Context: an optimization exercise on an open-source flow, tuned for small area, a short achievable clock period and few clock cycles per item. The choices shown serve that exercise and are no tape-out recipe.
Function was checked by simulation only, so behaviour that the tests miss may differ from the original.
Power and IR drop assume default switching activity.

--- design/flow/config.mk ---
export PLATFORM = sky130hd
export DESIGN_NAME = rosetta_core
export DESIGN_NICKNAME = rosetta_core
export VERILOG_FILES = /design/flow/design.v
export SDC_FILE = /design/flow/constraint.sdc
export NUM_CORES = 4
export LEC_CHECK = 0
export CAP_MARGIN = 20
export CORE_MARGIN = 2
export CORE_UTILIZATION = 55
export SETUP_SLACK_MARGIN = 4.5
export SLEW_MARGIN = 20
--- design/flow/constraint.sdc ---
create_clock -name core_clock -period 9.0 [get_ports {clk}]
set_input_delay 1.8000 -clock core_clock [delete_from_list [all_inputs] [get_ports {clk}]]
set_output_delay 1.8000 -clock core_clock [all_outputs]
set_load 0.01 [all_outputs]
--- design/flow/design.v ---
package rosetta_pkg;
    localparam int num_pe = 8;
    localparam int word_w = 8;
    localparam int acc_w = 2 * word_w + $clog2(num_pe);
    typedef logic [31:0] inst_t;
    typedef logic [7:0]  pc_t;
    typedef logic [4:0]  row_addr_t;
    typedef logic [10:0] waddr_t;
    localparam int op_msb   = 31;
    localparam int op_lsb   = 30;
    localparam int dst_msb  = 29;
    localparam int dst_lsb  = 25;
    localparam int bias_msb = 24;
    localparam int bias_lsb = 20;
    localparam int x_msb    = 19;
    localparam int x_lsb    = 16;
    localparam int wb_msb   = 15;
    localparam int wb_lsb   = 5;
    localparam logic [1:0] op_nop  = 2'd0;
    localparam logic [1:0] op_mvma = 2'd1;
    localparam logic [1:0] op_halt = 2'd2;
endpackage
module mac_lane #(
    parameter int word_w = rosetta_pkg::word_w,
    parameter int acc_w  = rosetta_pkg::acc_w
) (
    input  logic                        clk,
    input  logic                        first,
    input  logic [word_w-1:0]           bias,
    input  logic [word_w/2-1:0]         bd_one,
    input  logic [word_w/2-1:0]         bd_two,
    input  logic [word_w/2-1:0]         bd_neg,
    input  logic [word_w-1:0]           weight,
    output logic [word_w-1:0]           result
);
    localparam int nd = word_w / 2;
    logic [acc_w-1:0]  acc_q;
    logic [acc_w-1:0]  base;
    logic [acc_w-1:0]  row_a;
    logic [acc_w-1:0]  row_b;
    logic [word_w+1:0] wx;
    assign wx = {weight[word_w-1], weight, 1'b0};
    logic [word_w:0] s0, s1, s2, s3;
    logic [word_w:0] srow [nd];
    for (genvar d = 0; d < nd; d++) begin : g_pp
        for (genvar j = 0; j <= word_w; j++) begin : g_bit
            assign srow[d][j] = ((bd_one[d] & wx[j+1]) | (bd_two[d] & wx[j])) ^ bd_neg[d];
        end
    end
    assign s0 = srow[0];
    assign s1 = srow[1];
    assign s2 = srow[2];
    assign s3 = srow[3];
    assign base = first ? {{(acc_w-word_w){bias[word_w-1]}}, bias} : acc_q;
    logic hs1, hc2, hs3, hc4, fs5, fc6, hs7, hc8, fs9, fc10, hs11, hc12, fs13, fc14, hs15, hc16, fs17, fc18, hs19, hc20, fs21, fc22, hs23, hc24, fs25, fc26, hs27, hc28, hs29, hc30, fs31, fc32, fs33, fc34, fs35, fc36, fs37, fc38, fs39, fc40, fs41, fc42, fs43, fc44, fs45, fc46, fs47, fc48, hs49, hc50, hs51, hc52, hs53, hc54, fs55, fc56, fs57, fc58, fs59, fc60, fs61, fc62, fs63, fc64, fs65, fc66, fs67, fc68, fs69, fc70, fs71, fc72, fs73, fc74, fs75, fc76, fs77, fc78, fs79, fc80, hs81, hc82, hs83, hc84, hs85, hc86, hs87, hc88;
    assign hs1 = base[4] ^ s0[4];
    assign hc2 = base[4] & s0[4];
    assign hs3 = base[5] ^ s0[5];
    assign hc4 = base[5] & s0[5];
    assign fs5 = base[6] ^ s0[6] ^ s1[4];
    assign fc6 = (base[6] & s0[6]) | (base[6] & s1[4]) | (s0[6] & s1[4]);
    assign hs7 = s2[2] ^ s3[0];
    assign hc8 = s2[2] & s3[0];
    assign fs9 = base[7] ^ s0[7] ^ s1[5];
    assign fc10 = (base[7] & s0[7]) | (base[7] & s1[5]) | (s0[7] & s1[5]);
    assign hs11 = s2[3] ^ s3[1];
    assign hc12 = s2[3] & s3[1];
    assign fs13 = base[8] ^ s1[6] ^ s2[4];
    assign fc14 = (base[8] & s1[6]) | (base[8] & s2[4]) | (s1[6] & s2[4]);
    assign hs15 = s3[2] ^ s0[8];
    assign hc16 = s3[2] & s0[8];
    assign fs17 = base[9] ^ s1[7] ^ s2[5];
    assign fc18 = (base[9] & s1[7]) | (base[9] & s2[5]) | (s1[7] & s2[5]);
    assign hs19 = s3[3] ^ s0[8];
    assign hc20 = s3[3] & s0[8];
    assign fs21 = base[10] ^ s2[6] ^ s3[4];
    assign fc22 = (base[10] & s2[6]) | (base[10] & s3[4]) | (s2[6] & s3[4]);
    assign hs23 = ~s0[8] ^ ~s1[8];
    assign hc24 = ~s0[8] & ~s1[8];
    assign fs25 = ~(base[11] ^ s2[7]);
    assign fc26 = base[11] | s2[7];
    assign hs27 = base[2] ^ s0[2];
    assign hc28 = base[2] & s0[2];
    assign hs29 = base[3] ^ s0[3];
    assign hc30 = base[3] & s0[3];
    assign fs31 = hs1 ^ s1[2] ^ s2[0];
    assign fc32 = (hs1 & s1[2]) | (hs1 & s2[0]) | (s1[2] & s2[0]);
    assign fs33 = hs3 ^ s1[3] ^ s2[1];
    assign fc34 = (hs3 & s1[3]) | (hs3 & s2[1]) | (s1[3] & s2[1]);
    assign fs35 = fs5 ^ hs7 ^ bd_neg[3];
    assign fc36 = (fs5 & hs7) | (fs5 & bd_neg[3]) | (hs7 & bd_neg[3]);
    assign fs37 = fs9 ^ hs11 ^ fc6;
    assign fc38 = (fs9 & hs11) | (fs9 & fc6) | (hs11 & fc6);
    assign fs39 = fs13 ^ hs15 ^ fc10;
    assign fc40 = (fs13 & hs15) | (fs13 & fc10) | (hs15 & fc10);
    assign fs41 = fs17 ^ hs19 ^ fc14;
    assign fc42 = (fs17 & hs19) | (fs17 & fc14) | (hs19 & fc14);
    assign fs43 = fs21 ^ hs23 ^ fc18;
    assign fc44 = (fs21 & hs23) | (fs21 & fc18) | (hs23 & fc18);
    assign fs45 = fs25 ^ s3[5] ^ fc22;
    assign fc46 = (fs25 & s3[5]) | (fs25 & fc22) | (s3[5] & fc22);
    assign fs47 = base[12] ^ s3[6] ^ ~s2[8];
    assign fc48 = (base[12] & s3[6]) | (base[12] & ~s2[8]) | (s3[6] & ~s2[8]);
    assign hs49 = ~base[13];
    assign hc50 = base[13];
    assign hs51 = base[0] ^ s0[0];
    assign hc52 = base[0] & s0[0];
    assign hs53 = base[1] ^ s0[1];
    assign hc54 = base[1] & s0[1];
    assign fs55 = hs27 ^ s1[0] ^ bd_neg[1];
    assign fc56 = (hs27 & s1[0]) | (hs27 & bd_neg[1]) | (s1[0] & bd_neg[1]);
    assign fs57 = hs29 ^ s1[1] ^ hc28;
    assign fc58 = (hs29 & s1[1]) | (hs29 & hc28) | (s1[1] & hc28);
    assign fs59 = fs31 ^ bd_neg[2] ^ hc30;
    assign fc60 = (fs31 & bd_neg[2]) | (fs31 & hc30) | (bd_neg[2] & hc30);
    assign fs61 = fs33 ^ hc2 ^ fc32;
    assign fc62 = (fs33 & hc2) | (fs33 & fc32) | (hc2 & fc32);
    assign fs63 = fs35 ^ hc4 ^ fc34;
    assign fc64 = (fs35 & hc4) | (fs35 & fc34) | (hc4 & fc34);
    assign fs65 = fs37 ^ hc8 ^ fc36;
    assign fc66 = (fs37 & hc8) | (fs37 & fc36) | (hc8 & fc36);
    assign fs67 = fs39 ^ hc12 ^ fc38;
    assign fc68 = (fs39 & hc12) | (fs39 & fc38) | (hc12 & fc38);
    assign fs69 = fs41 ^ hc16 ^ fc40;
    assign fc70 = (fs41 & hc16) | (fs41 & fc40) | (hc16 & fc40);
    assign fs71 = fs43 ^ hc20 ^ fc42;
    assign fc72 = (fs43 & hc20) | (fs43 & fc42) | (hc20 & fc42);
    assign fs73 = fs45 ^ hc24 ^ fc44;
    assign fc74 = (fs45 & hc24) | (fs45 & fc44) | (hc24 & fc44);
    assign fs75 = fs47 ^ fc26 ^ fc46;
    assign fc76 = (fs47 & fc26) | (fs47 & fc46) | (fc26 & fc46);
    assign fs77 = hs49 ^ s3[7] ^ fc48;
    assign fc78 = (hs49 & s3[7]) | (hs49 & fc48) | (s3[7] & fc48);
    assign fs79 = base[14] ^ ~s3[8] ^ hc50;
    assign fc80 = (base[14] & ~s3[8]) | (base[14] & hc50) | (~s3[8] & hc50);
    assign hs81 = ~base[15];
    assign hc82 = base[15];
    assign hs83 = ~base[16];
    assign hc84 = base[16];
    assign hs85 = ~base[17];
    assign hc86 = base[17];
    assign hs87 = ~base[18];
    assign hc88 = base[18];
    assign row_a = {hs87, hs85, hs83, hs81, fs79, fs77, fs75, fs73, fs71, fs69, fs67, fs65, fs63, fs61, fs59, fs57, fs55, hs53, hs51};
    assign row_b = {hc86, hc84, hc82, fc80, fc78, fc76, fc74, fc72, fc70, fc68, fc66, fc64, fc62, fc60, fc58, fc56, hc54, hc52, bd_neg[0]};
    always_ff @(posedge clk) begin
        acc_q <= row_a + row_b;
    end
    logic hi_ones;
    logic hi_zeros;
    assign hi_ones  = &acc_q[acc_w-1:word_w-1];
    assign hi_zeros = ~|acc_q[acc_w-1:word_w-1];
    always_comb begin
        if (hi_ones || hi_zeros) begin
            result = acc_q[word_w-1:0];
        end else if (acc_q[acc_w-1]) begin
            result = {1'b1, {(word_w-1){1'b0}}};
        end else begin
            result = {1'b0, {(word_w-1){1'b1}}};
        end
    end
endmodule
module mac_array #(
    parameter int num_pe = rosetta_pkg::num_pe,
    parameter int word_w = rosetta_pkg::word_w
) (
    input  logic                        clk,
    input  logic                        first,
    input  logic [word_w-1:0]           act_elem,
    input  logic [num_pe*word_w-1:0]    bias_row,
    input  logic [num_pe*word_w-1:0]    weight_row,
    output logic [num_pe*word_w-1:0]    result_row
);
    localparam int nd = word_w / 2;
    logic [num_pe*word_w-1:0] w_q;
    logic [num_pe*word_w-1:0] b_q;
    logic [nd-1:0]            one_d, two_d, neg_d;
    logic [nd-1:0]            one_q, two_q, neg_q;
    logic [num_pe-1:0]        first_q;       
    logic [word_w:0]          ax;
    assign ax = {act_elem, 1'b0};
    for (genvar d = 0; d < nd; d++) begin : g_enc
        assign one_d[d] = ax[2*d+1] ^ ax[2*d];
        assign two_d[d] = (ax[2*d+2] & ~ax[2*d+1] & ~ax[2*d])
                        | (~ax[2*d+2] & ax[2*d+1] & ax[2*d]);
        assign neg_d[d] = ax[2*d+2];
    end
    always_ff @(posedge clk) begin
        w_q   <= weight_row;
        b_q   <= bias_row;
        one_q <= one_d;
        two_q <= two_d;
        neg_q <= neg_d;
        first_q <= {num_pe{first}};
    end
    for (genvar k = 0; k < num_pe; k++) begin : g_lane
        mac_lane #(
            .word_w(word_w),
            .acc_w (rosetta_pkg::acc_w)
        ) lane_inst (
            .clk    (clk),
            .first  (first_q[k]),
            .bias   (b_q[k*word_w +: word_w]),
            .bd_one (one_q),
            .bd_two (two_q),
            .bd_neg (neg_q),
            .weight (w_q[k*word_w +: word_w]),
            .result (result_row[k*word_w +: word_w])
        );
    end
endmodule
module zero_skip_unit #(
    parameter int num_pe = rosetta_pkg::num_pe
) (
    input  logic [num_pe-1:0]           pres,
    output logic [$clog2(num_pe)-1:0]   idx,
    output logic [num_pe-1:0]           rest
);
    always_comb begin
        idx = '0;
        for (int i = num_pe - 1; i >= 0; i--) begin
            if (pres[i]) begin
                idx = $clog2(num_pe)'(i);
            end
        end
    end
    assign rest = pres & (pres - num_pe'(1));
endmodule
module core_sequencer #(
    parameter int num_pe = rosetta_pkg::num_pe
) (
    input  logic                        clk,
    input  logic                        rst,
    output logic                        im_ren,
    output rosetta_pkg::pc_t            im_raddr,
    input  rosetta_pkg::inst_t          im_rdata,
    output logic                        pam_x_ren,
    output rosetta_pkg::row_addr_t      pam_x_raddr,
    input  logic [num_pe-1:0]           pam_x_rdata,
    output logic                        am_x_ren,
    output rosetta_pkg::row_addr_t      am_x_raddr,
    output logic                        bm_ren,
    output rosetta_pkg::row_addr_t      bm_raddr,
    output logic                        wm_ren,
    output rosetta_pkg::waddr_t         wm_raddr,
    output logic                        am_r_wen,
    output rosetta_pkg::row_addr_t      am_r_waddr,
    output logic                        done,
    output logic [$clog2(num_pe)-1:0]   e1_k,
    output logic                        e1_empty,
    output logic                        e1_first
);
    localparam int idx_w = $clog2(num_pe);
    rosetta_pkg::pc_t   na_q;        
    logic               im_v_q;      
    logic               halted_q;
    logic               ir_v_q;      
    logic               ir_mok_q;    
    logic [3:0]         ir_x_q;
    logic [4:0]         ir_bias_q;
    logic [4:0]         ir_dst_q;
    logic [10:0]        ir_wb_q;
    logic               s_v_q;
    logic               s_last_q;    
    logic               s_rd_q;      
    logic [10:0]        s_wa_q;      
    logic               s_first_q;
    logic               s_empty_q;
    logic [idx_w-1:0]   s_k_q;
    logic [num_pe-1:0]  s_rest_q;
    logic [3:0]         s_x_q;
    logic [4:0]         s_bias_q;
    logic [4:0]         s_dst_q;
    logic [10:0]        s_wb_q;
    logic               e1_v_q, e1_first_q, e1_last_q, e1_empty_q;
    logic [idx_w-1:0]   e1_k_q;
    logic [4:0]         e1_dst_q;
    logic               e2_v_q, e2_last_q;
    logic [4:0]         e2_dst_q;
    logic               e3_wen_q;
    logic [4:0]         e3_dst_q;
    logic               done_q;
    logic [1:0]         opcode;
    logic               s_last;
    logic               s_free;
    logic               take;
    logic               ir_free;
    logic               adv;
    logic               is_mvma;
    logic               is_halt;
    logic [num_pe-1:0]  mask_pres;
    logic [idx_w-1:0]   mask_idx;
    logic [num_pe-1:0]  mask_rest;
    logic [idx_w-1:0]   rest_idx;
    logic [num_pe-1:0]  rest_rest;
    logic               s_v_d;
    logic               ir_v_d;
    logic               halted_d;
    assign opcode  = im_rdata[rosetta_pkg::op_msb:rosetta_pkg::op_lsb];
    assign is_mvma = (opcode == rosetta_pkg::op_mvma);
    assign is_halt = (opcode == rosetta_pkg::op_halt);
    assign s_last  = s_last_q;
    assign s_free  = !s_v_q || s_last;
    assign take    = s_free && ir_v_q && ir_mok_q;
    assign ir_free = !ir_v_q || take;
    assign adv     = im_v_q && ir_free && !halted_q;
    for (genvar k = 0; k < num_pe; k++) begin : g_pres
        assign mask_pres[k] = pam_x_rdata[num_pe-1-k];
    end
    zero_skip_unit #(.num_pe(num_pe)) zs_mask (
        .pres (mask_pres),
        .idx  (mask_idx),
        .rest (mask_rest)
    );
    zero_skip_unit #(.num_pe(num_pe)) zs_rest (
        .pres (s_rest_q),
        .idx  (rest_idx),
        .rest (rest_rest)
    );
    assign s_v_d    = take || (s_v_q && !s_last);
    assign ir_v_d   = adv ? is_mvma : (ir_v_q && !take);
    assign halted_d = halted_q || (adv && is_halt);
    assign im_ren   = 1'b1;
    assign im_raddr = na_q;
    always_ff @(posedge clk) begin
        if (rst) begin
            na_q     <= '0;
            im_v_q   <= 1'b0;
            halted_q <= 1'b0;
            ir_v_q   <= 1'b0;
            ir_mok_q <= 1'b0;
            s_v_q    <= 1'b0;
            s_rd_q   <= 1'b0;
            e1_v_q   <= 1'b0;
            e2_v_q   <= 1'b0;
            e3_wen_q <= 1'b0;
            done_q   <= 1'b0;
        end else begin
            if (adv) begin
                na_q <= na_q + rosetta_pkg::pc_t'(1);
            end
            im_v_q   <= !adv;
            halted_q <= halted_d;
            ir_v_q   <= ir_v_d;
            ir_mok_q <= ir_v_q && !take;
            s_v_q    <= s_v_d;
            s_rd_q   <= take ? |mask_pres : s_v_d;
            e1_v_q   <= s_v_q;
            e2_v_q   <= e1_v_q;
            e3_wen_q <= e2_v_q && e2_last_q;
            done_q   <= done_q || (halted_d && !ir_v_d && !s_v_d && !s_v_q && !e1_v_q);
        end
    end
    always_ff @(posedge clk) begin
        if (adv) begin
            ir_x_q    <= im_rdata[rosetta_pkg::x_msb:rosetta_pkg::x_lsb];
            ir_bias_q <= im_rdata[rosetta_pkg::bias_msb:rosetta_pkg::bias_lsb];
            ir_dst_q  <= im_rdata[rosetta_pkg::dst_msb:rosetta_pkg::dst_lsb];
            ir_wb_q   <= im_rdata[rosetta_pkg::wb_msb:rosetta_pkg::wb_lsb];
        end
    end
    always_ff @(posedge clk) begin
        s_wa_q <= (take ? ir_wb_q : s_wb_q) + rosetta_pkg::waddr_t'(take ? mask_idx : rest_idx);
        if (take) begin
            s_first_q <= 1'b1;
            s_empty_q <= ~|mask_pres;
            s_last_q  <= ~|mask_rest;
            s_k_q     <= mask_idx;
            s_rest_q  <= mask_rest;
            s_x_q     <= ir_x_q;
            s_bias_q  <= ir_bias_q;
            s_dst_q   <= ir_dst_q;
            s_wb_q    <= ir_wb_q;
        end else begin
            s_first_q <= 1'b0;
            s_last_q  <= ~|rest_rest;
            s_k_q     <= rest_idx;
            s_rest_q  <= rest_rest;
        end
    end
    always_ff @(posedge clk) begin
        e1_first_q <= s_first_q;
        e1_last_q  <= s_last;
        e1_empty_q <= s_empty_q;
        e1_k_q     <= s_k_q;
        e1_dst_q   <= s_dst_q;
        e2_last_q  <= e1_last_q;
        e2_dst_q   <= e1_dst_q;
        e3_dst_q   <= e2_dst_q;
    end
    assign pam_x_ren   = ir_v_q;
    assign pam_x_raddr = {1'b0, ir_x_q};
    assign wm_ren      = s_rd_q;
    assign wm_raddr    = s_wa_q;
    assign am_x_ren    = wm_ren;
    assign am_x_raddr  = {1'b0, s_x_q};
    assign bm_ren      = s_v_q && s_first_q;
    assign bm_raddr    = s_bias_q;
    assign am_r_wen    = e3_wen_q;
    assign am_r_waddr  = e3_dst_q;
    assign done        = done_q;
    assign e1_k        = e1_k_q;
    assign e1_empty    = e1_empty_q;
    assign e1_first    = e1_first_q;
endmodule
module rosetta_core #(
    parameter int num_pe = rosetta_pkg::num_pe,
    parameter int word_w = rosetta_pkg::word_w
) (
    input  logic                          clk,
    input  logic                          rst,
    output logic                          im_ren,
    output rosetta_pkg::pc_t              im_raddr,
    input  rosetta_pkg::inst_t            im_rdata,
    output logic                          pam_x_ren,
    output rosetta_pkg::row_addr_t        pam_x_raddr,
    input  logic [num_pe-1:0]             pam_x_rdata,
    output logic                          am_x_ren,
    output rosetta_pkg::row_addr_t        am_x_raddr,
    input  logic [num_pe*word_w-1:0]      am_x_rdata,
    output logic                          bm_ren,
    output rosetta_pkg::row_addr_t        bm_raddr,
    input  logic [num_pe*word_w-1:0]      bm_rdata,
    output logic                          wm_ren,
    output rosetta_pkg::waddr_t           wm_raddr,
    input  logic [num_pe*word_w-1:0]      wm_rdata,
    output logic                          am_r_wen,
    output rosetta_pkg::row_addr_t        am_r_waddr,
    output logic [num_pe*word_w-1:0]      am_r_wdata,
    output logic                          done
);
    logic [$clog2(num_pe)-1:0]  e1_k;
    logic                       e1_empty;
    logic                       e1_first;
    logic [word_w-1:0]          act_elem;
    core_sequencer #(
        .num_pe(num_pe)
    ) sequencer_inst (
        .clk         (clk),
        .rst         (rst),
        .im_ren      (im_ren),
        .im_raddr    (im_raddr),
        .im_rdata    (im_rdata),
        .pam_x_ren   (pam_x_ren),
        .pam_x_raddr (pam_x_raddr),
        .pam_x_rdata (pam_x_rdata),
        .am_x_ren    (am_x_ren),
        .am_x_raddr  (am_x_raddr),
        .bm_ren      (bm_ren),
        .bm_raddr    (bm_raddr),
        .wm_ren      (wm_ren),
        .wm_raddr    (wm_raddr),
        .am_r_wen    (am_r_wen),
        .am_r_waddr  (am_r_waddr),
        .done        (done),
        .e1_k        (e1_k),
        .e1_empty    (e1_empty),
        .e1_first    (e1_first)
    );
    assign act_elem = e1_empty ? '0 : am_x_rdata[e1_k * word_w +: word_w];
    mac_array #(
        .num_pe(num_pe),
        .word_w(word_w)
    ) mac_array_inst (
        .clk        (clk),
        .first      (e1_first),
        .act_elem   (act_elem),
        .bias_row   (bm_rdata),
        .weight_row (wm_rdata),
        .result_row (am_r_wdata)
    );
endmodule
--- design/flow/run.sh ---
#!/bin/bash
# synth_recipe.tcl (not shown) runs the flow's synth.tcl, then flattens the netlist and writes it again
# the make line also repeats each setting of config.mk as NAME=value (left out here)
make -C /OpenROAD-flow-scripts/flow DESIGN_CONFIG=/design/flow/config.mk WORK_HOME=/design/flow/orfs CLKGATE_MAP_FILE= SYNTH_SCRIPT=/design/flow/synth_recipe.tcl finish
==> results.txt, run 1 <==
- The wire length of the first global-routing pass is roughly 140000 um.
- The source of the worst hold timing path is sequencer_inst.e1_dst_q[3].
- The buffer type at the clock tree root is sky130_fd_sc_hd__clkbuf_16.
- The DRC violations left is 0.
- After detailed routing, the total wire length is between 90000 and 100000 um.
- The worst register-to-register path ends at mac_array_inst.g_lane[4].lane_inst.acc_q[18].
- The I/O pin total is approximately 340.
- In the global route stage, met2 resource usage came out at 0.523.
- The sort of element at the end of the critical path is a flop.
- For this design the total switching power over the nets is roughly 4.4 mW.
- The post-DP HPWL is about 58000 um.
- The overall die area is 57300 um2.
- For this design the static power due to leakage is 16.2 nW.
- The total global routing track utilization is 0.306.
- The switching fraction of total power is 0.413.
- The floorplan step defined a core boundary enclosing roughly 55000 um2.
- Static timing analysis puts the maximum clock frequency at 219 MHz.
- Using the TritonRoute via totals, the vias-per-cell ratio works out to 5.80.
- For this design the ratio of total power to cell area is between 200 and 300 nW/um2.
- TritonCTS built the clock tree.
- The initial antenna violation count is 7.
- In this run the tightest slew margin relative to its limit is 0.501.
- The register-to-register setup slack is between 4 and 5 ns.
- The synthesis-stage register bit count is a little over 400.
- The maximum vdd drop is approximately 210 uV.
- The share of the Yosys chip area taken by registers is 0.280.
- For this configuration, the core starts out at a cell density of 0.555.
- The worst clock skew on the final layout is 0.0343 ns.
- The final instance area is between 30000 and 40000 um2.
- The time the final worst path needs with I/O delays and setup is 4.57 ns.
- The worst min-delay path class is reg -> reg.
- The last weighted congestion value of the routability-driven placer is 0.889.
- The number of cells on the worst reg-to-reg path is 14.
- The total count of hold-check failures in the final report is 0.
- The fraction of met3 tracks used by global routing is 0.0680.
- The ratio of cells with drive above 1 in the final layout is 0.107.
- The synthesized design contains 40 enable-type register cells.
- Across all layers, the routed design uses approximately 25000 vias.
- No sink is reached through more buffers than the 3 on the longest clock path.
- The tool flagged a number of max-cap violations equal to 0.
- The number of distinct library cells after synthesis is 81.
- For this run, the number of Yosys warnings is 5.
- The floorplan has 86 rows.
- The DRC marker count from the first detailed-route iteration is ~1900.
- For the final routed database, the setup TNS stands at 0 ns.
- For the worst-skew pair, the clock arrives at the later sink with an insertion delay of a little over 0.6 ns.
- Of the total power, combinational logic draws 0.555.
- Of the total power, registers draw 0.252.
- The path type of the worst setup path is reg -> reg.
- The layout net count is around 4200.
- Of all flip-flops after synthesis, the portion carrying an async set or reset was 0.
- The run finished with no timing, DRC or antenna violations.
- The chip width is around 240 um.
- The first detailed-routing pass took 5 iterations.
- Relative to the synthesized area, the layout overhead comes to 24.1%.
- The number of buffers created by CTS is 47.
- The total overflow left after global routing is 0.
- The antenna diode count is 0.
- The startpoint kind of the worst setup timing path is a flop.
- The clock-pin slew reported for the worst setup and hold paths after clock tree synthesis is roughly 0.06 ns.
- The required time reported for the critical path endpoint is 9.53 ns.
- The worst hold path terminates at sequencer_inst.e2_dst_q[3].
- The tree built by TritonCTS fans out to ~400 sinks.
- In this run the cell area measured after placement is about 34000 um2.
- The count of buffers from port buffering is about 340.
- The slew of the pin with the lowest slew margin is roughly 0.75 ns.
- In the final routed layout, each cell accounts on average for roughly 21 um.
- The number of global-route vias before repair is 25600.
- The number of H-tree levels is 2.
- Synthesis produced ~3200 cells.
- The number of antenna-violating nets in the routed design is 0.
- After clock tree synthesis, the flow added hold-fix buffers numbering 0.
- The worst hold slack is about 0.32 ns.
- In this run the worst path has a maximum fanout of 7.
- For met1 alone, demand over resource in global routing was 0.384.
- Counting instances, the worst hold path has a depth of 0.
- The synthesized area per cell is 9.43 um2.
- The final-report max-slew violation count is 0.
- Setup repair after global routing could not meet its margin everywhere.
- Among all flip-flop cells after synthesis, the most frequent one is sky130_fd_sc_hd__dfxtp_1.
- The internal power summed over all cells is between 6 and 7 mW.
- Data on the critical path arrives at its endpoint at slightly above 5 ns.
- The floorplan step set the die height to around 240 um.
- The ratio of final minimum period to clock period is 0.508.
- The layer with the highest usage is met2.
- The post-synthesis instance area is between 30000 and 40000 um2.
- Setup violations remaining at the end of the flow were counted as 0.
- Of the total power, the clock network draws 0.194.
- The maximum number of pins on one net before global-route repair is 58.
- In this run the critical register-to-register path is launched from mac_array_inst.first_q[0].
==> layer usage <==
| metal | vias to the layer above | wire length (um) |
|---|---|---|
| met1 | 12300 | 36900 |
| met3 | 207 | 7230 |
| li1 | 11600 | - |
| met2 | 888 | 43100 |
| met5 | - | 80 |
| met4 | 12 | 3180 |
==> worst max-delay path by stage <==
| stage | start | end | slack [ns] | depth (start not counted) |
|---|---|---|---|---|
| floorplan | mac_array_inst.one_q[1] | mac_array_inst.g_lane[4].lane_inst.acc_q[18] | 4.47 | 15 |
| global placement | mac_array_inst.neg_q[2] | mac_array_inst.g_lane[7].lane_inst.acc_q[18] | 3.36 | 17 |
| detailed placement | mac_array_inst.neg_q[2] | mac_array_inst.g_lane[7].lane_inst.acc_q[18] | 3.36 | 17 |
| CTS | mac_array_inst.first_q[0] | mac_array_inst.g_lane[4].lane_inst.acc_q[18] | 4.32 | 14 |
| global route | mac_array_inst.first_q[0] | mac_array_inst.g_lane[4].lane_inst.acc_q[18] | 4.30 | 16 |
| finish | mac_array_inst.first_q[0] | mac_array_inst.g_lane[4].lane_inst.acc_q[18] | 4.43 | 14 |
==> placed cells by master (no fill, tap or decap), drive strengths merged, types with 8 or more instances in the layout <==
cell type      Yosys  routed
dfxtp            367     367
inv              339     342
clkdlybuf4s50      0     335
xnor2            334     334
ha               244     244
a22oi            225     225
fa               217     217
nand2            198     198
o21ai            197     197
a21oi            124     124
xor2             103     103
nor2             102     102
buf               56     100
clkbuf           157      65
a21o              62      62
edfxtp            40      40
nand4             36      36
nor3              35      35
o21a              34      34
a21boi            31      31
nand3             30      30
nor4              30      30
mux2i             27      27
mux2              24      24
nand2b            23      23
o21bai            18      18
a31oi             17      17
mux4              16      16
clkinv             1      15
a211oi            14      14
nor2b             13      13
o211ai            12      12
and3              11      11
o31ai              9       9
or3                8       8
or2                8       8
==> state kept, by name, summed over array words and instances (netlist names), 5 cells and up <==
signal	flops
mac_array_inst.w_q	64
sequencer_inst.ir_wb_q	11
sequencer_inst.s_bias_q	5
sequencer_inst.ir_dst_q	5
sequencer_inst.e1_dst_q	5
sequencer_inst.ir_bias_q	5
sequencer_inst.s_rest_q	7
sequencer_inst.na_q	8
sequencer_inst.s_wa_q	11
mac_array_inst.b_q	64
sequencer_inst.s_dst_q	5
sequencer_inst.e3_dst_q	5
sequencer_inst.e2_dst_q	5
sequencer_inst.s_wb_q	11
mac_array_inst.g_lane.lane_inst.acc_q	152
==> critical path, cell delays in order (launching register included) <==
cell,delay [ns]
sky130_fd_sc_hd__dfxtp_4,0.46
sky130_fd_sc_hd__buf_16,0.20
sky130_fd_sc_hd__buf_4,0.13
sky130_fd_sc_hd__o21ai_2,0.08
sky130_fd_sc_hd__fa_1,0.56
sky130_fd_sc_hd__fa_1,0.44
sky130_fd_sc_hd__fa_1,0.57
sky130_fd_sc_hd__ha_2,0.34
sky130_fd_sc_hd__a2111oi_4,0.38
sky130_fd_sc_hd__a211oi_1,0.11
sky130_fd_sc_hd__a221oi_2,0.35
sky130_fd_sc_hd__a211oi_2,0.16
sky130_fd_sc_hd__a311o_1,0.39
sky130_fd_sc_hd__a21oi_2,0.16
sky130_fd_sc_hd__xnor2_1,0.12
==> logic make-up (layout without fill, tap and decap cells) <==
family / count (synthesis) / count (layout) / share of synthesized area
AOI/OAI and AO/OA: 790 / 790 / 0.171
xor gates and xnor gates: 437 / 437 / 0.126
adders and majority gates: 464 / 464 / 0.244
buffers and inverters: 553 / 873 / 0.0711
DFF: 407 / 407 / 0.280
muxes: 67 / 67 / 0.0295
other: 2 / 3 / 0.000246
and+or+nand+nor: 514 / 515 / 0.0790
==> power by group through the flow <==
stage          registers, mW  logic [mW]  clock network [mW]
2_1_floorplan           2.55        4.15                   0
3_3_place_gp            2.68        5.28                   0
3_5_place_dp            2.69        5.45                   0
4_1_cts                 2.66        5.59                2.09
5_1_grt                 2.73        6.60                2.17
6_report                2.68        5.90                2.06
==> cells in the mapped netlist (all sizes together) (27+ instances only) <==
cell,count,share of area
dfxtp,367,0.24
fa,217,0.14
o21ai,197,0.032
inv,339,0.042
xor2,103,0.030
a22oi,225,0.055
ha,244,0.10
nor4,30,0.0062
nand2,198,0.024
buf,56,0.0077
nand4,36,0.0074
nand3,30,0.0049
clkbuf,157,0.022
xnor2,334,0.096
nor2,102,0.013
a21o,62,0.015
nor3,35,0.0057
a21oi,124,0.020
o21a,34,0.0084
edfxtp,40,0.039
mux2i,27,0.0089
a21boi,31,0.0076
==> area by class of cell <==
type                       instances  area [um2]
timing repair buffer             445        4800
clock inverter                    28         374
fill                            4346       17200
tap                              748         936
inverter                         340        1290
sequential                       407        8600
clock buffer                      60        1330
multi-input combinational       2276       20500
==> repair_timing <==
action                     4_1_cts  5_1_grt
setup endpoints to repair      133      105
cloned                           7        6
setup buffers                   47       31
gates resized for setup         94      128
pin swaps                        5       32
==> stage by stage <==
step	setup slack (ns)	std cells	power (mW)	util
detailed placement	3.36	4125	8.13	0.620
CTS	4.32	4267	10.3	0.671
global route	4.30	4304	11.5	0.688
finish	4.43	4304	10.6	0.688
global placement	3.36	4125	7.96	0.620
floorplan	4.47	3235	6.70	-
Testbench counts, summed over its fixed seeds: cycles 4,944, items 1,180.
==> run 2, diff against run 1 <==
==> design/flow/flow/run.sh (new file) <==
#!/bin/bash
# The standard layout, with plain buf_1 cells as the port buffers instead of the
# delay buffers buffer_ports picks by itself. The whole make output goes to layout.log.
set -euo pipefail
bash standard.sh "BUFFER_PORTS_ARGS=-buffer_cell sky130_fd_sc_hd__buf_1" finish > layout.log 2>&1
==> design/flow/standard.sh (new file) <==
#!/bin/bash
# synth_recipe.tcl (not shown) runs the flow's synth.tcl, then flattens the netlist and writes it again
# the make line also repeats each setting of config.mk as NAME=value (left out here)
make -C /OpenROAD-flow-scripts/flow DESIGN_CONFIG=/design/flow/config.mk WORK_HOME=/design/flow/orfs CLKGATE_MAP_FILE= SYNTH_SCRIPT=/design/flow/synth_recipe.tcl "${@:-finish}"
removed: design/flow/run.sh
==> run 2 against run 1 <==
Synthesized cell count stayed put. Final area is 6.1% lower. Sequential power barely moved. Sequential cell count is the same. Clock power down 3%. Sequential share of layout area is 1.5 points higher. Combinational power fell by 6.4%. Worst setup slack improved by 0.089 ns. Synthesized area stayed put. Fmax rose by 2.0%. Largest power group unchanged. Highest routed layer unchanged.
==> results.txt, run 2 <==
- The most used flip-flop cell after synthesis is sky130_fd_sc_hd__dfxtp_1.
- The critical path goes through buf_16 > a22oi_1 > xor2_1 > fa_1 > inv_1 > fa_1 > fa_1 > ha_4 > a2111oi_4 > o21ai_2 > a221oi_2 > a211oi_2 > a311o_1 > a21oi_2 > xnor2_1.
- The synthesized area per cell came to 9.43 um2 (unchanged).
- The synthesized netlist cell count is 3234 (unchanged).
- The number of vias in the routed layout is 24900 (-0.42%).
- In the layout the commonest cells are sky130_fd_sc_hd__dfxtp_1 (346), sky130_fd_sc_hd__inv_1 (335), sky130_fd_sc_hd__buf_1 (335).
- The fraction of met2 tracks used by global routing is 0.514 (-0.00907).
- The number of cells on the worst reg-to-reg path is 15 (+1).
- The worst stage delay on the critical path is 0.54 ns (-0.03 ns).
- The total negative slack is 0 ns (unchanged).
- The slew of the pin with the lowest slew margin came to 0.806 ns (+0.0584 ns).
- The xor/xnor share of the synthesized area is 0.126 (unchanged).
- The count of final setup violators is 0 (unchanged).
- The fraction of the mapped netlist area in compound gates is 0.171 (unchanged).
- The count of buffers from port buffering is 335 (unchanged).
- The chip width came to 239 um (unchanged).
- The maximum number of pins on one net before global-route repair is 54 (-6.9%).
- The maximum vdd drop is 208 uV (-2.6%).
- The number of global-route vias before repair is 25500 (-0.38%).
- The fraction of met3 tracks used by global routing is 0.0572 (-0.0108).
- The total global routing track utilization is 0.302 (-0.00373).
- The clock-pin slew reported for the worst setup and hold paths after clock tree synthesis was 0.07 ns (about the same).
- The worst clock skew on the final layout is 0.0471 ns (+0.0128 ns).
- The sort of element at the end of the critical path is a flop.
- The library cell used most frequently in the layout, excluding fill and tap cells, is sky130_fd_sc_hd__dfxtp_1.
- The wire length per cell came to 20.9 um (-0.88%).
- The required time reported for the critical path endpoint came to 9.53 ns (about the same).
- The final-report max-slew violation count is 0 (unchanged).
- The number of flip-flops in the largest register is 152 (unchanged).
- The post-DP HPWL is 58400 um (about the same).
- The fmax was 223 MHz (+2.0%).
- Among all cell types in the netlist, the one instantiated most often is sky130_fd_sc_hd__dfxtp_1.
- The setup path with the least slack is of type reg -> reg.
- The number of standard-cell rows in the floorplan was 86 (unchanged).
- The time the final worst path needs with I/O delays and setup is 4.48 ns (-0.0892 ns).
- The area growth from synthesis to layout is 16.5%.
- The insertion delay of the later-clocked pin in the worst-skew pair was 0.62 ns (about the same).
- The run finished with no timing, DRC or antenna violations.
- The top cell type's share of synthesized area came to 0.241 (unchanged).
- The wire length of the first global-routing pass is 136000 um (-1.2%).
- The portion of the post-synthesis area used by sequential elements is 0.280 (unchanged).
- The vias per cell came to 5.80 (about the same).
- The initial standard-cell utilization of the core is 0.555 (unchanged).
- The last weighted congestion value of the routability-driven placer is 0.891 (+0.21%).
- The number of antenna-violating nets in the routed design came to 0 (unchanged).
- The maximum fanout along the worst path is 21 (+14).
- The worst slack at placement is 3.31 ns (-0.0483 ns).
- The layout net count is 4197 (-0.36%).
- The async set-reset flop share out of synthesis is 0 (unchanged).
- The initial antenna violation count is 5 (-2).
- The DRC marker count from the first detailed-route iteration came to 1695 (-11%).
- After synthesis, the cell types taking the most area are sky130_fd_sc_hd__dfxtp_1 (24%), sky130_fd_sc_hd__fa_1 (14%), sky130_fd_sc_hd__ha_1 (10%).
- The post-detailed-routing wire length is 89500 um (-1.2%).
- The overall die area was 57300 um2 (unchanged).
- The number of H-tree levels is 2 (unchanged).
- The post-synthesis share of cell area spent on and, or, nand and nor gates is 0.0790 (unchanged).
- After synthesis, the most frequently instantiated cells are sky130_fd_sc_hd__dfxtp_1 (367), sky130_fd_sc_hd__inv_1 (335), sky130_fd_sc_hd__xnor2_1 (334).
- The final-layout fill cell count was 4564 (+5.0%).
- Of all cell types, the one taking the most synthesized area is sky130_fd_sc_hd__dfxtp_1.
- The hold-critical path depth was 0 (unchanged).
- The worst relative slew slack came to 0.460 (-0.0407).
- Setup repair after global routing could not meet its margin everywhere.
- The die span in y is 239 um (unchanged).
- The number of enable-type register cells in the synthesized netlist is 40 (unchanged).
- The leakage power came to 15.3 nW (-5.7%).
- The met1 global-route usage is 0.387 (+0.00310).
- The number of warnings printed during yosys synthesis was 5 (unchanged).
- The count of max-cap constraint violations came to 0 (unchanged).
- The adder-cell share of the synthesized area is 0.244 (unchanged).
- STA classifies the critical path startpoint as a flop.
- The power density normalized to cell area is 286 nW/um2 (+1.8%).
- The register-to-register setup slack is 4.52 ns (+0.09 ns).
- By area, the combinational part of the netlist is dominated by adder cells.
- The min-delay analysis places its worst path in the category reg -> reg.
- Ranked by flip-flop count, first place goes to mac_array_inst.g_lane.lane_inst.acc_q.
- The number of sinks on the clock net is 407 (unchanged).
- The number of buffers created by CTS came to 47 (unchanged).
- The ratio of cells with drive above 1 in the final layout came to 0.0935 (-0.0136).
- The post-synthesis instance area is 30500 um2 (unchanged).
- The total count of hold-check failures in the final report is 0 (unchanged).
- The mux share of post-synthesis cell area is 0.0295 (unchanged).
- The most numerous cell type found on the critical path is sky130_fd_sc_hd__fa_1.
- The global routing stage identified its most utilized layer as met2.
- The worst path arrival time is 5.01 ns (-0.09 ns).
- The number of distinct library cells after synthesis is 81 (unchanged).
- Among all stages on the critical path, the largest delay is contributed by sky130_fd_sc_hd__fa_1.
- The first-pass iteration count of the detailed router is 5 (unchanged).
- In the final layout, the registers with the most flip-flops are mac_array_inst.g_lane.lane_inst.acc_q: 152 flops, mac_array_inst.b_q: 64 flops, mac_array_inst.w_q: 64 flops.
- The I/O pin total came to 344 (unchanged).
- The minimum setup slack in the final design is 4.52 ns (+0.0892 ns).
- The ratio of final minimum period to clock period was 0.498 (-0.00991).
- The area of the core is 55000 um2 (unchanged).
- The DRC violations left was 0 (unchanged).
- The CTS tree is yes.
- The synthesis-stage register bit count is 407 (unchanged).
- The tree is rooted in a sky130_fd_sc_hd__clkbuf_16.
- The worst-case clock buffer depth came to 3 (unchanged).
- The sum of overflow across all layers after global routing is 0 (unchanged).
run 2: worst max-delay path, delay by kind of cell (launching register included):
kind                     cells  cell delay, ns
buffers and inverters        2            0.22
XOR/XNOR                     2            0.24
adder cells (fa/ha/maj)      4            1.78
flip-flops                   1            0.36
AO/OA/AOI/OAI                7            1.77
run 2: power breakdown:
part           internal [mW]  switching [mW]  total, mW
Sequential              2.32           0.339       2.66
Combinational           2.42            3.09       5.52
Clock                   1.15           0.837       1.99
Total                   5.90            4.27       10.2
run 2: metrics by stage:
stage	hold WS (ns)	area [um2]	power, mW	cells	util
after detailed placement	0.312	32000	7.86	4127	0.582
after global placement	0.310	32000	7.72	4127	0.582
final	0.326	35500	10.2	4290	0.646
after global routing	0.332	35500	11.0	4288	0.646
after floorplan	0.310	30600	6.70	3235	-
after CTS	0.326	34500	9.99	4248	0.628
run 2: logic make-up (layout without fill, tap and decap cells):
family                     Yosys count  count (layout)
xor gates and xnor gates           437             437
DFF                                407             407
other                                2               5
adders and majority gates          464             464
muxes                               67              67
and+or+nand+nor                    514             514
AOI/OAI and AO/OA                  790             790
buffers and inverters              553             858
run 2: cell type report:
class | count | area, um2 | share of cell area
clock buffer | 58 | 1260 | 0.0354
inverter | 340 | 1280 | 0.0360
clock inverter | 29 | 347 | 0.00975
timing repair buffer | 431 | 2750 | 0.0775
multi-input combinational | 2275 | 20400 | 0.573
sequential | 407 | 8610 | 0.242
tap | 748 | 936 | 0.0263
antenna | 2 | 5.00 | 0.000141
run 2: final timing paths:
| path | startpoint | to |
|---|---|---|
| min | sequencer_inst.e2_dst_q[0] | sequencer_inst.e3_dst_q[0] |
| min reg2reg | sequencer_inst.e2_dst_q[0] | sequencer_inst.e3_dst_q[0] |
| max | mac_array_inst.one_q[0] | mac_array_inst.g_lane[4].lane_inst.acc_q[18] |
| max reg2reg | mac_array_inst.one_q[0] | mac_array_inst.g_lane[4].lane_inst.acc_q[18] |
run 2: timing repair:
| item | CTS | global route |
|---|---|---|
| hold buffers | 0 | 0 |
| endpoints found under the setup margin | 92 | 46 |
| resized for setup | 93 | 104 |
| buffers inserted | 26 | 33 |
| pin swaps | 9 | 26 |
| gates cloned | 8 | 7 |
run 2: per-layer routing:
| metal | vias up | share of wire |
|---|---|---|
| met4 | 4 | 0.033 |
| met5 | - | 0.00026 |
| met1 | 12100 | 0.41 |
| met2 | 959 | 0.48 |
| met3 | 175 | 0.082 |
| li1 | 11600 | - |
==> run 3, diff against run 2 <==
--- a/design/flow/design.v
+++ b/design/flow/design.v
@@ -36,3 +36,6 @@
     localparam int nd = word_w / 2;
+    localparam int split = 10;
     logic [acc_w-1:0]  acc_q;
+    logic              c_q;
+    logic              cin;
     logic [acc_w-1:0]  base;
@@ -54,3 +57,4 @@
     assign base = first ? {{(acc_w-word_w){bias[word_w-1]}}, bias} : acc_q;
-    logic hs1, hc2, hs3, hc4, fs5, fc6, hs7, hc8, fs9, fc10, hs11, hc12, fs13, fc14, hs15, hc16, fs17, fc18, hs19, hc20, fs21, fc22, hs23, hc24, fs25, fc26, hs27, hc28, hs29, hc30, fs31, fc32, fs33, fc34, fs35, fc36, fs37, fc38, fs39, fc40, fs41, fc42, fs43, fc44, fs45, fc46, fs47, fc48, hs49, hc50, hs51, hc52, hs53, hc54, fs55, fc56, fs57, fc58, fs59, fc60, fs61, fc62, fs63, fc64, fs65, fc66, fs67, fc68, fs69, fc70, fs71, fc72, fs73, fc74, fs75, fc76, fs77, fc78, fs79, fc80, hs81, hc82, hs83, hc84, hs85, hc86, hs87, hc88;
+    assign cin  = c_q & ~first;
+    logic hs1, hc2, hs3, hc4, fs5, fc6, hs7, hc8, fs9, fc10, hs11, hc12, fs13, fc14, hs15, hc16, fs17, fc18, hs19, hc20, fs21, fc22, fs23, fc24, fs25, fc26, hs27, hc28, hs29, hc30, fs31, fc32, fs33, fc34, fs35, fc36, fs37, fc38, fs39, fc40, fs41, fc42, fs43, fc44, fs45, fc46, fs47, fc48, hs49, hc50, hs51, hc52, hs53, hc54, fs55, fc56, fs57, fc58, fs59, fc60, fs61, fc62, fs63, fc64, fs65, fc66, fs67, fc68, fs69, fc70, fs71, fc72, fs73, fc74, fs75, fc76, fs77, fc78, fs79, fc80, hs81, hc82, hs83, hc84, hs85, hc86, hs87, hc88;
     assign hs1 = base[4] ^ s0[4];
@@ -77,4 +81,4 @@
     assign fc22 = (base[10] & s2[6]) | (base[10] & s3[4]) | (s2[6] & s3[4]);
-    assign hs23 = ~s0[8] ^ ~s1[8];
-    assign hc24 = ~s0[8] & ~s1[8];
+    assign fs23 = ~s0[8] ^ ~s1[8] ^ cin;
+    assign fc24 = (~s0[8] & ~s1[8]) | (~s0[8] & cin) | (~s1[8] & cin);
     assign fs25 = ~(base[11] ^ s2[7]);
@@ -97,4 +101,4 @@
     assign fc42 = (fs17 & hs19) | (fs17 & fc14) | (hs19 & fc14);
-    assign fs43 = fs21 ^ hs23 ^ fc18;
-    assign fc44 = (fs21 & hs23) | (fs21 & fc18) | (hs23 & fc18);
+    assign fs43 = fs21 ^ fs23 ^ fc18;
+    assign fc44 = (fs21 & fs23) | (fs21 & fc18) | (fs23 & fc18);
     assign fs45 = fs25 ^ s3[5] ^ fc22;
@@ -127,4 +131,4 @@
     assign fc72 = (fs43 & hc20) | (fs43 & fc42) | (hc20 & fc42);
-    assign fs73 = fs45 ^ hc24 ^ fc44;
-    assign fc74 = (fs45 & hc24) | (fs45 & fc44) | (hc24 & fc44);
+    assign fs73 = fs45 ^ fc24 ^ fc44;
+    assign fc74 = (fs45 & fc24) | (fs45 & fc44) | (fc24 & fc44);
     assign fs75 = fs47 ^ fc26 ^ fc46;
@@ -145,13 +149,24 @@
     assign row_b = {hc86, hc84, hc82, fc80, fc78, fc76, fc74, fc72, fc70, fc68, fc66, fc64, fc62, fc60, fc58, fc56, hc54, hc52, bd_neg[0]};
+    logic [split:0]         lo_sum;
+    logic [acc_w-split-1:0] hi_sum;
+    assign lo_sum = {1'b0, row_a[split-1:0]} + {1'b0, row_b[split-1:0]};
+    assign hi_sum = row_a[acc_w-1:split] + row_b[acc_w-1:split];
     always_ff @(posedge clk) begin
-        acc_q <= row_a + row_b;
+        acc_q <= {hi_sum, lo_sum[split-1:0]};
+        c_q   <= lo_sum[split];
     end
-    logic hi_ones;
-    logic hi_zeros;
-    assign hi_ones  = &acc_q[acc_w-1:word_w-1];
-    assign hi_zeros = ~|acc_q[acc_w-1:word_w-1];
+    logic [acc_w-split-1:0] hi;
+    logic                   hi_zero, hi_ones, hi_ones_m1;
+    logic                   t_zeros, t_ones, t_neg;
+    assign hi         = acc_q[acc_w-1:split];
+    assign hi_zero    = ~|hi;
+    assign hi_ones    = &hi;
+    assign hi_ones_m1 = &hi[acc_w-split-1:1] & ~hi[0];
+    assign t_zeros    = (c_q ? hi_ones : hi_zero) & ~|acc_q[split-1:word_w-1];
+    assign t_ones     = (c_q ? hi_ones_m1 : hi_ones) & &acc_q[split-1:word_w-1];
+    assign t_neg      = hi[acc_w-split-1] ^ (c_q & &hi[acc_w-split-2:0]);
     always_comb begin
-        if (hi_ones || hi_zeros) begin
+        if (t_ones || t_zeros) begin
             result = acc_q[word_w-1:0];
-        end else if (acc_q[acc_w-1]) begin
+        end else if (t_neg) begin
             result = {1'b1, {(word_w-1){1'b0}}};
--- a/design/flow/config.mk
+++ b/design/flow/config.mk
@@ -10,3 +10,3 @@
 export CORE_UTILIZATION = 55
-export SETUP_SLACK_MARGIN = 4.5
+export SETUP_SLACK_MARGIN = 5
 export SLEW_MARGIN = 20
==> run 3 against run 2 <==
Synthesized cell count fell by 4.6%. Die area shrank 0.42%. Sequential cell count increased by 8. Synthesized area shrank 0.43%. First-iteration DRC count down 12%. Combinational power is 5.8% lower. Non-clock buffer count grew 69. Largest cell class unchanged. Highest routed layer unchanged.
==> results.txt, run 3 <==
- The min-delay analysis places its worst path in the category reg -> reg.
- The portion of the post-synthesis area used by sequential elements was 0.287 (+0.00648).
- The insertion delay of the later-clocked pin in the worst-skew pair is 0.61 ns (about the same).
- The last weighted congestion value of the routability-driven placer is 0.847 (-5.0%).
- The required time reported for the critical path endpoint is 7.20 ns (-2.33 ns).
- The layout net count was 4140 (-1.4%).
- The final-report max-slew violation count is 0 (unchanged).
- Relative to the synthesized area, the layout overhead comes to 22.5%.
- The area of combinational cells with multiple inputs came to 21100 um2 (+3.6%).
- The number of sinks on the clock net is 415 (+2.0%).
- The met1 global-route usage is 0.409 (+0.0224).
- The wire length of the first global-routing pass is 132000 um (-3.1%).
- The maximum number of pins on one net before global-route repair was 57 (+5.6%).
- The minimum setup slack in the final design is 4.85 ns (+0.332 ns).
- The count of buffering cells on the critical path with inverters included is 2 (unchanged).
- The slew of the pin with the lowest slew margin came to 0.917 ns (+0.111 ns).
- The library cell used most frequently in the layout, excluding fill and tap cells, is sky130_fd_sc_hd__dfxtp_1.
- The worst clock skew on the final layout came to 0.0136 ns (-0.0335 ns).
- The clock-pin slew reported for the worst setup and hold paths after clock tree synthesis is 0.06 ns (about the same).
- The final-layout fill cell count is 4353 (-4.6%).
- The chip width is 239 um (-0.21%).
- CTS placed an instance of sky130_fd_sc_hd__clkbuf_16 at the clock tree root.
- The number of standard-cell rows in the floorplan is 86 (unchanged).
- The synthesis-stage register bit count is 415 (+2.0%).
- The number of global-route vias before repair came to 23700 (-7.1%).
- The wire length per cell came to 20.7 um (-0.61%).
- The critical path goes through or4_4 > nor2_4 > nand3_4 > nand3b_1 > buf_6 > nand2_1 > clkbuf_2.
- The async set-reset flop share out of synthesis was 0 (unchanged).
- The worst slack at placement is 3.60 ns (+0.285 ns).
- Sorting the synthesized cells by area gives the leading types as sky130_fd_sc_hd__dfxtp_1 (25%), sky130_fd_sc_hd__fa_1 (15%), sky130_fd_sc_hd__ha_1 (9.7%).
- The worst stage delay on the critical path is 0.55 ns (about the same).
- The number of warnings printed during yosys synthesis came to 5 (unchanged).
- The antenna diode count is 0 (-2).
- The synthesized area per cell is 9.84 um2 (+4.4%).
- In the final layout, the registers with the most flip-flops are mac_array_inst.g_lane.lane_inst.acc_q: 152 flops, mac_array_inst.b_q: 64 flops, mac_array_inst.w_q: 64 flops.
- The post-synthesis instance area was 30400 um2 (-0.43%).
- sky130_fd_sc_hd__dfxtp_1 is the most common cell in the netlist.
- The leakage power is 15.7 nW (+2.5%).
- The count of max-cap constraint violations is 0 (unchanged).
- The synthesized netlist cell count was 3085 (-4.6%).
- STA classifies the critical path endpoint as an output pin.
- TritonCTS built the clock tree.
- The worst-case clock buffer depth is 3 (unchanged).
- The post-detailed-routing wire length is 86600 um (-3.2%).
- The footprint of the flip-flops and latches is 8810 um2 (+2.4%).
- The overall die area came to 57100 um2 (-0.42%).
- The initial antenna violation count is 1 (-4).
- The die span in y is 239 um (-0.21%).
- The setup path with the least slack is of type reg -> out.
- The flow ran to the end and the layout has no timing, DRC or antenna violations.
- The number of distinct library cells after synthesis is 70 (-14%).
- The startpoint kind of the worst setup timing path is a flop.
- The ratio of cells with drive above 1 in the final layout is 0.192 (+0.0987).
- The total global routing track utilization is 0.296 (-0.00563).
- The total power draw is 10.1 mW (-0.23%).
- The global routing stage identified its most utilized layer as met2.
- The vias per cell was 5.76 (-0.65%).
- The total count of hold-check failures in the final report was 0 (unchanged).
- In the synthesized netlist the dominant register cell turns out to be sky130_fd_sc_hd__dfxtp_1.
- The I/O pin total is 344 (unchanged).
- The post-DP HPWL was 54100 um (-7.4%).
- The area of the core is 54900 um2 (-0.20%).
- The count of buffers from port buffering is 335 (unchanged).
- The DRC violations left was 0 (unchanged).
- The number of buffers created by CTS is 49 (+4.3%).
- The fraction of met3 tracks used by global routing is 0.0558 (-0.00139).
- The number of enable-type register cells in the synthesized netlist is 40 (unchanged).
- The fraction of met2 tracks used by global routing is 0.478 (-0.0363).
- The sum of overflow across all layers after global routing is 0 (unchanged).
- The family of cells with the greatest summed delay on the critical path is simple AND/OR/NAND/NOR gates.
- The worst relative slew slack came to 0.388 (-0.0725).
- The power density normalized to cell area is 273 nW/um2 (-4.7%).
- The top cell type's share of synthesized area was 0.247 (+0.00631).
- The number of antenna-violating nets in the routed design is 0 (unchanged).
- The number of flip-flops in the largest register is 152 (unchanged).
- The first-pass iteration count of the detailed router is 5 (unchanged).
- The DRC marker count from the first detailed-route iteration is 1491 (-12%).
- Setup repair after global routing could not meet its margin everywhere.
- The number of vias in the routed layout came to 24100 (-3.2%).
- The initial standard-cell utilization of the core came to 0.553 (-0.00128).
- The number of H-tree levels was 2 (unchanged).
- The worst path arrival time is 2.35 ns (-2.66 ns).
- Counting flops per register, the top entry is mac_array_inst.g_lane.lane_inst.acc_q.
- The time the final worst path needs with I/O delays and setup was 4.15 ns (-0.332 ns).
- The synthesized design spends more area on one cell type than any other, namely sky130_fd_sc_hd__dfxtp_1.
- The total negative slack is 0 ns (unchanged).
- The utilization after layout is 0.678 (+0.0313).
- The ratio of final minimum period to clock period is 0.461 (-0.0369).
- The top cell types in the final layout, fill and taps aside, are sky130_fd_sc_hd__dfxtp_1 (326), sky130_fd_sc_hd__xnor2_1 (303), sky130_fd_sc_hd__buf_1 (283).
- The worst-path cell with the longest stage delay is sky130_fd_sc_hd__or4_4.
- The count of final setup violators was 0 (unchanged).
- The maximum vdd drop came to 160 uV (-23%).
- The fmax is 241 MHz (+8.0%).
- The maximum fanout along the worst path is 8 (-62%).
- By count the netlist is led by sky130_fd_sc_hd__dfxtp_1 (375), sky130_fd_sc_hd__xnor2_1 (315), sky130_fd_sc_hd__inv_1 (267).
[run 3: final cells by class]
type	count	share of cell area
clock buffers	68	0.0390
clock inverters	22	0.00892
inverters	269	0.0278
multi-input cells	2202	0.567
flip-flops and latches	415	0.237
well taps	704	0.0237
repair buffers	500	0.0966
[run 3: metrics by stage]
stage / cells / hold slack, ns / cell area (um2)
global placement: 3947 / 0.313 / 31900
detailed placement: 3947 / 0.312 / 31900
global route: 4180 / 0.325 / 37200
finish: 4180 / 0.325 / 37200
floorplan: 3086 / 0.310 / 30400
CTS: 4124 / 0.326 / 35600
[run 3: path summary, 6_finish.rpt]
path	from	slack, ns	depth (start not counted)	end
worst min-delay path	sequencer_inst.e1_dst_q[2]	0.32	0	sequencer_inst.e2_dst_q[2]
worst min register to register	sequencer_inst.e1_dst_q[2]	0.32	0	sequencer_inst.e2_dst_q[2]
worst max register to register	mac_array_inst.two_q[0]	4.88	13	mac_array_inst.g_lane[1].lane_inst.acc_q[18]
worst max-delay path	mac_array_inst.g_lane[4].lane_inst.c_q	4.85	7	am_r_wdata[35]
[run 3: per-layer routing]
layer,wire length [um],share of wire
met1,37200,0.43
met3,7100,0.082
met2,39900,0.46
met4,2450,0.028
met5,72,0.00083
[run 3: report_power, final]
part / switching, mW / leakage, nW / internal (mW) / total (mW)
logic: 2.73 / 11.3 / 2.47 / 5.20
clock network: 0.844 / 0.873 / 1.34 / 2.18
registers: 0.382 / 3.52 / 2.39 / 2.77
[run 3: what timing repair did]
action | 4_1_cts | 5_1_grt
hold buffers | 0 | 0
resized for setup | 259 | 264
gates cloned | 12 | 3
pin swaps | 75 | 117
setup buffers | 75 | 53
setup endpoints to repair | 166 | 106
endpoints found under the hold margin | 0 | 0
[run 3: cells by family (layout without fill, tap and decap cells)]
family / count (synthesis) / in the layout / share of synthesized area
AOI/OAI and AO/OA: 672 / 672 / 0.153
and+or+nand+nor: 533 / 533 / 0.0825
adders and majority gates: 470 / 470 / 0.251
DFF: 415 / 415 / 0.287
xor gates and xnor gates: 440 / 440 / 0.127
buffers and inverters: 469 / 859 / 0.0612
muxes: 84 / 84 / 0.0379
other: 2 / 3 / 0.000247
[run 3: worst reg2reg max path: stages, from the launching register on]
cell and delay, ns:
sky130_fd_sc_hd__dfxtp_2 0.38, sky130_fd_sc_hd__or2_4 0.29, sky130_fd_sc_hd__nand2_1 0.15, sky130_fd_sc_hd__xnor2_2 0.21, sky130_fd_sc_hd__inv_1 0.08, sky130_fd_sc_hd__fa_1 0.57, sky130_fd_sc_hd__fa_1 0.45, sky130_fd_sc_hd__fa_1 0.49
sky130_fd_sc_hd__ha_1 0.24, sky130_fd_sc_hd__fa_2 0.38, sky130_fd_sc_hd__a21oi_2 0.17, sky130_fd_sc_hd__o211ai_1 0.17, sky130_fd_sc_hd__o41ai_2 0.32, sky130_fd_sc_hd__xnor2_1 0.11
Testbench counts of run 3, summed over its fixed seeds: cycles 4,944, items 1,180.
==> run 4, diff against run 3 <==
--- a/design/flow/config.mk
+++ b/design/flow/config.mk
@@ -10,3 +10,3 @@
 export CORE_UTILIZATION = 55
-export SETUP_SLACK_MARGIN = 5
+export SETUP_SLACK_MARGIN = 4.5
 export SLEW_MARGIN = 20
==> run 4 against run 3 <==
Still clean. Worst hold slack better by 0.0011 ns. Synthesized cell count unchanged. Die area unchanged. Combinational power down 11%. Power down 7.1%. Fmax down 6.2%. Register-to-register slack worse by 0.30 ns. Non-clock buffer count down 118. Clock skew up 0.012 ns. Cell count down 2.8%. Utilization down 5.3 points. Final area down 7.9%.
==> results.txt, run 4 <==
- The total count of hold-check failures in the final report is 0 (unchanged).
- The number of buffers created by CTS is 49 (unchanged).
- The area of the core is 54900 um2 (unchanged).
- The count of placed standard cells including taps is 3946 (-0.025%).
- The final instance count without filler cells came to 4061 (-2.8%).
- The maximum vdd drop is 165 uV (+3.5%).
- The power density normalized to cell area is 275 nW/um2 (+0.83%).
- The number of cells on the worst reg-to-reg path is 14 (+1).
- The synthesis-stage register bit count is 415 (unchanged).
- The required time reported for the critical path endpoint came to 9.47 ns (+2.27 ns).
- The time the final worst path needs with I/O delays and setup was 4.42 ns (+0.274 ns).
- The most used flip-flop cell after synthesis is sky130_fd_sc_hd__dfxtp_1.
- The worst-case clock buffer depth is 3 (unchanged).
- The post-detailed-routing wire length is 78900 um (-8.9%).
- The maximum fanout along the worst path came to 30 (+22).
- The number of enable-type register cells in the synthesized netlist is 40 (unchanged).
- The worst relative slew slack was 0.414 (+0.0263).
- The number of flip-flops in the largest register was 152 (unchanged).
- The maximum number of pins on one net before global-route repair is 57 (unchanged).
- The first-pass iteration count of the detailed router is 5 (unchanged).
- The wire length of the first global-routing pass is 125000 um (-5.1%).
- The count of max-cap constraint violations is 0 (unchanged).
- The wire length per cell was 19.4 um (-6.2%).
- The utilization after layout was 0.624 (-0.0534).
- The number of vias in the routed layout is 23200 (-3.8%).
- STA classifies the critical path startpoint as a flop.
- The worst path arrival time came to 4.89 ns (+2.54 ns).
- The overall die area is 57100 um2 (unchanged).
- The chip width is 239 um (unchanged).
- The async set-reset flop share out of synthesis was 0 (unchanged).
- The ratio of cells with drive above 1 in the final layout is 0.0793 (-0.113).
- By area the synthesized netlist is led by sky130_fd_sc_hd__dfxtp_1 (25%), sky130_fd_sc_hd__fa_1 (15%), sky130_fd_sc_hd__ha_1 (9.7%).
- The worst flop-to-flop path endpoint is mac_array_inst.g_lane[4].lane_inst.acc_q[18].
- The worst clock skew on the final layout is 0.0256 ns (+0.0120 ns).
- The DRC violations left came to 0 (unchanged).
- The slew of the pin with the lowest slew margin is 0.878 ns (-0.0395 ns).
- The fmax was 226 MHz (-6.2%).
- STA classifies the critical path endpoint as a flop.
- The path class of the tightest hold or removal check is reg -> reg.
- The post-DP HPWL is 54400 um (+0.66%).
- The ratio of final minimum period to clock period is 0.491 (+0.0304).
- The die span in y is 239 um (unchanged).
- Setup repair after global routing could not meet its margin everywhere.
- The area of combinational cells with multiple inputs is 19900 um2 (-5.5%).
- The post-synthesis instance area came to 30400 um2 (unchanged).
- The total negative slack is 0 ns (unchanged).
- In the final layout, the registers with the most flip-flops are mac_array_inst.g_lane.lane_inst.acc_q: 152 flops, mac_array_inst.b_q: 64 flops, mac_array_inst.w_q: 64 flops.
- The I/O pin total is 344 (unchanged).
- The buffer type at the clock tree root is sky130_fd_sc_hd__clkbuf_16.
- The library cell with the largest summed area after synthesis is sky130_fd_sc_hd__dfxtp_1.
- The initial standard-cell utilization of the core came to 0.553 (unchanged).
- In this run the critical register-to-register path is launched from mac_array_inst.neg_q[3].
- The vias per cell was 5.70 (-0.98%).
- The number of warnings printed during yosys synthesis is 5 (unchanged).
- The number of H-tree levels is 2 (unchanged).
- The leakage power was 14.4 nW (-7.7%).
- The count of final setup violators came to 0 (unchanged).
- The hold-critical path depth is 0 (unchanged).
- The register with the most flip-flops in the final layout is mac_array_inst.g_lane.lane_inst.acc_q.
- The last weighted congestion value of the routability-driven placer is 0.847 (about the same).
- The number of standard-cell rows in the floorplan is 86 (unchanged).
- The initial antenna violation count is 3 (+2).
- The DRC marker count from the first detailed-route iteration is 1249 (-16%).
- The layout net count is 4022 (-2.9%).
- The flow ran to the end and the layout has no timing, DRC or antenna violations.
- The top cell type's share of synthesized area is 0.247 (unchanged).
- The library cells used most frequently in the layout, excluding fill and tap cells, are sky130_fd_sc_hd__dfxtp_1 (362), sky130_fd_sc_hd__buf_1 (335), sky130_fd_sc_hd__xnor2_1 (310).
- The portion of the post-synthesis area used by sequential elements was 0.287 (unchanged).
- The final-report max-slew violation count was 0 (unchanged).
- The sum of overflow across all layers after global routing is 0 (unchanged).
- The number of global-route vias before repair came to 23800 (+0.68%).
- The area growth from synthesis to layout is 12.8%.
- By startpoint and endpoint, the worst setup path is classified as reg -> reg.
- The synthesized area per cell is 9.84 um2 (unchanged).
- The beginning of the critical path is mac_array_inst.neg_q[3].
- The CTS tree is yes.
- The number of hold-repair buffers added at the cts stage is 0 (unchanged).
- The number of sinks on the clock net is 415 (unchanged).
- The number of distinct library cells after synthesis was 70 (unchanged).
- Leaving out fill and tap cells, the most frequent cell in the layout is sky130_fd_sc_hd__dfxtp_1.
- Following the worst setup path forward leads to its endpoint at mac_array_inst.g_lane[4].lane_inst.acc_q[18].
- The cell with the most instances after synthesis is sky130_fd_sc_hd__dfxtp_1.
- The synthesized netlist cell count is 3085 (unchanged).
- The number of antenna-violating nets in the routed design came to 0 (unchanged).
- The total global routing track utilization is 0.274 (-0.0220).
- The insertion delay of the later-clocked pin in the worst-skew pair is 0.60 ns (about the same).
- The footprint of the flip-flops and latches is 8750 um2 (-0.71%).
- In the synthesized netlist, the cells that appear most often are sky130_fd_sc_hd__dfxtp_1 (375), sky130_fd_sc_hd__xnor2_1 (315), sky130_fd_sc_hd__inv_1 (267).
- The count of buffers from port buffering was 335 (unchanged).
- The final-layout fill cell count is 4714 (+8.3%).
- The register-to-register setup slack is 4.58 ns (-0.30 ns).
- The clock-pin slew reported for the worst setup and hold paths after clock tree synthesis is 0.06 ns (about the same).
## run 4: cell counts after synthesis
No cell type changed its count.
## run 4: where the power goes
part	leakage, nW	switching, mW	total, mW	internal [mW]
combinational	10.1	2.50	4.61	2.11
clock	0.832	0.797	2.09	1.30
sequential	3.52	0.356	2.72	2.37
## run 4: kinds of logic (layout without fill, tap and decap cells)
logic type	Yosys count	count (layout)	synth area share
flip-flops	415	415	0.287
other	2	4	0.000247
XOR/XNOR	440	440	0.127
adder cells (fa/ha/maj)	470	470	0.251
multiplexers	84	84	0.0379
AND/OR/NAND/NOR	533	533	0.0825
AO/OA/AOI/OAI	672	672	0.153
buffers and inverters	469	739	0.0612
## run 4: how the worst min path moves through the flow
stage	slack (ns)	from	endpoint
CTS	0.33	sequencer_inst.e2_dst_q[1]	sequencer_inst.e3_dst_q[1]
detailed placement	0.31	sequencer_inst.e2_dst_q[1]	sequencer_inst.e3_dst_q[1]
floorplan	0.31	sequencer_inst.e1_first_q	mac_array_inst.first_q[0]
global placement	0.31	sequencer_inst.e1_first_q	mac_array_inst.first_q[0]
global route	0.33	sequencer_inst.s_k_q[1]	sequencer_inst.e1_k_q[1]
finish	0.33	sequencer_inst.e1_dst_q[2]	sequencer_inst.e2_dst_q[2]
## run 4: repair_timing
| action | 4_1_cts | 5_1_grt |
|---|---|---|
| endpoints found under the hold margin | 0 | 0 |
| cloned | 1 | 4 |
| buffers inserted | 8 | 13 |
| resized for setup | 52 | 36 |
| pin swaps | 1 | 2 |
| setup endpoints to repair | 50 | 33 |
## run 4: area by class of cell
class | instances | area share
flip-flops and latches | 415 | 0.255
well taps | 704 | 0.0257
clock inverters | 19 | 0.00818
inverters | 269 | 0.0296
clock buffers | 69 | 0.0416
diodes | 1 | 0.0000730
repair buffers | 382 | 0.0580
multi-input cells | 2202 | 0.581
## run 4: metrics by stage
stage                     area [um2]  worst slack (ns)  hold slack, ns  power (mW)
final                          34300              4.58           0.326        9.43
after global routing           34300              4.35           0.332        10.3
after CTS                      33900              4.48           0.327        9.47
after detailed placement       31800              3.79           0.313        7.31
after global placement         31800              3.81           0.310        7.14
after floorplan                30400              4.60           0.310        6.29
## run 4: critical path, cell delays in order (launching register included)
cell and delay [ns]:
sky130_fd_sc_hd__dfxtp_4 0.57, sky130_fd_sc_hd__buf_6 0.41, sky130_fd_sc_hd__xor2_1 0.16, sky130_fd_sc_hd__fa_1 0.50, sky130_fd_sc_hd__inv_1 0.06, sky130_fd_sc_hd__fa_1 0.53
sky130_fd_sc_hd__inv_1 0.05, sky130_fd_sc_hd__fa_1 0.52, sky130_fd_sc_hd__inv_1 0.04, sky130_fd_sc_hd__ha_1 0.21, sky130_fd_sc_hd__fa_1 0.40, sky130_fd_sc_hd__a21oi_1 0.23
sky130_fd_sc_hd__o211ai_1 0.18, sky130_fd_sc_hd__o41ai_2 0.31, sky130_fd_sc_hd__xnor2_1 0.11
## run 4: layer usage
metal  share of wire  track usage
met2            0.46        0.453
met3           0.073       0.0544
met4           0.031       0.0866
met1            0.43        0.363
met5         0.00018            0

==> static timing again, ports no longer ideal <==
No port has a modelled driver above. Below, the same layouts with a new extraction and two added sets of constraints. Step 1 assumes that a clkbuf_16 drives the clock port and a buf_2 every other input. Step 2 times the ports against the registers' clock, not the clock port: input delays grow and output delays shrink by t, the midpoint of the rising clock arrivals with the driver on. Three values: ideal, step 1, step 2; two values: the first two.
| run | shift t [ns] | setup slack, ns | clock arrival spread, ns |
|---|---|---|---|
| run 1 | 0.665 | 4.431 / 4.431 / 4.431 | 0.040 / 0.040 |
| run 2 | 0.659 | 4.520 / 4.520 / 4.520 | 0.049 / 0.049 |
| run 3 | 0.667 | 4.852 / 4.792 / 4.729 | 0.017 / 0.018 |
| run 4 | 0.651 | 4.578 / 4.578 / 4.578 | 0.026 / 0.026 |
After both steps every run listed still meets setup and hold. The setup slack of run 3, which loses most, moves by -0.060 ns with the drivers and by -0.123 ns with both steps.
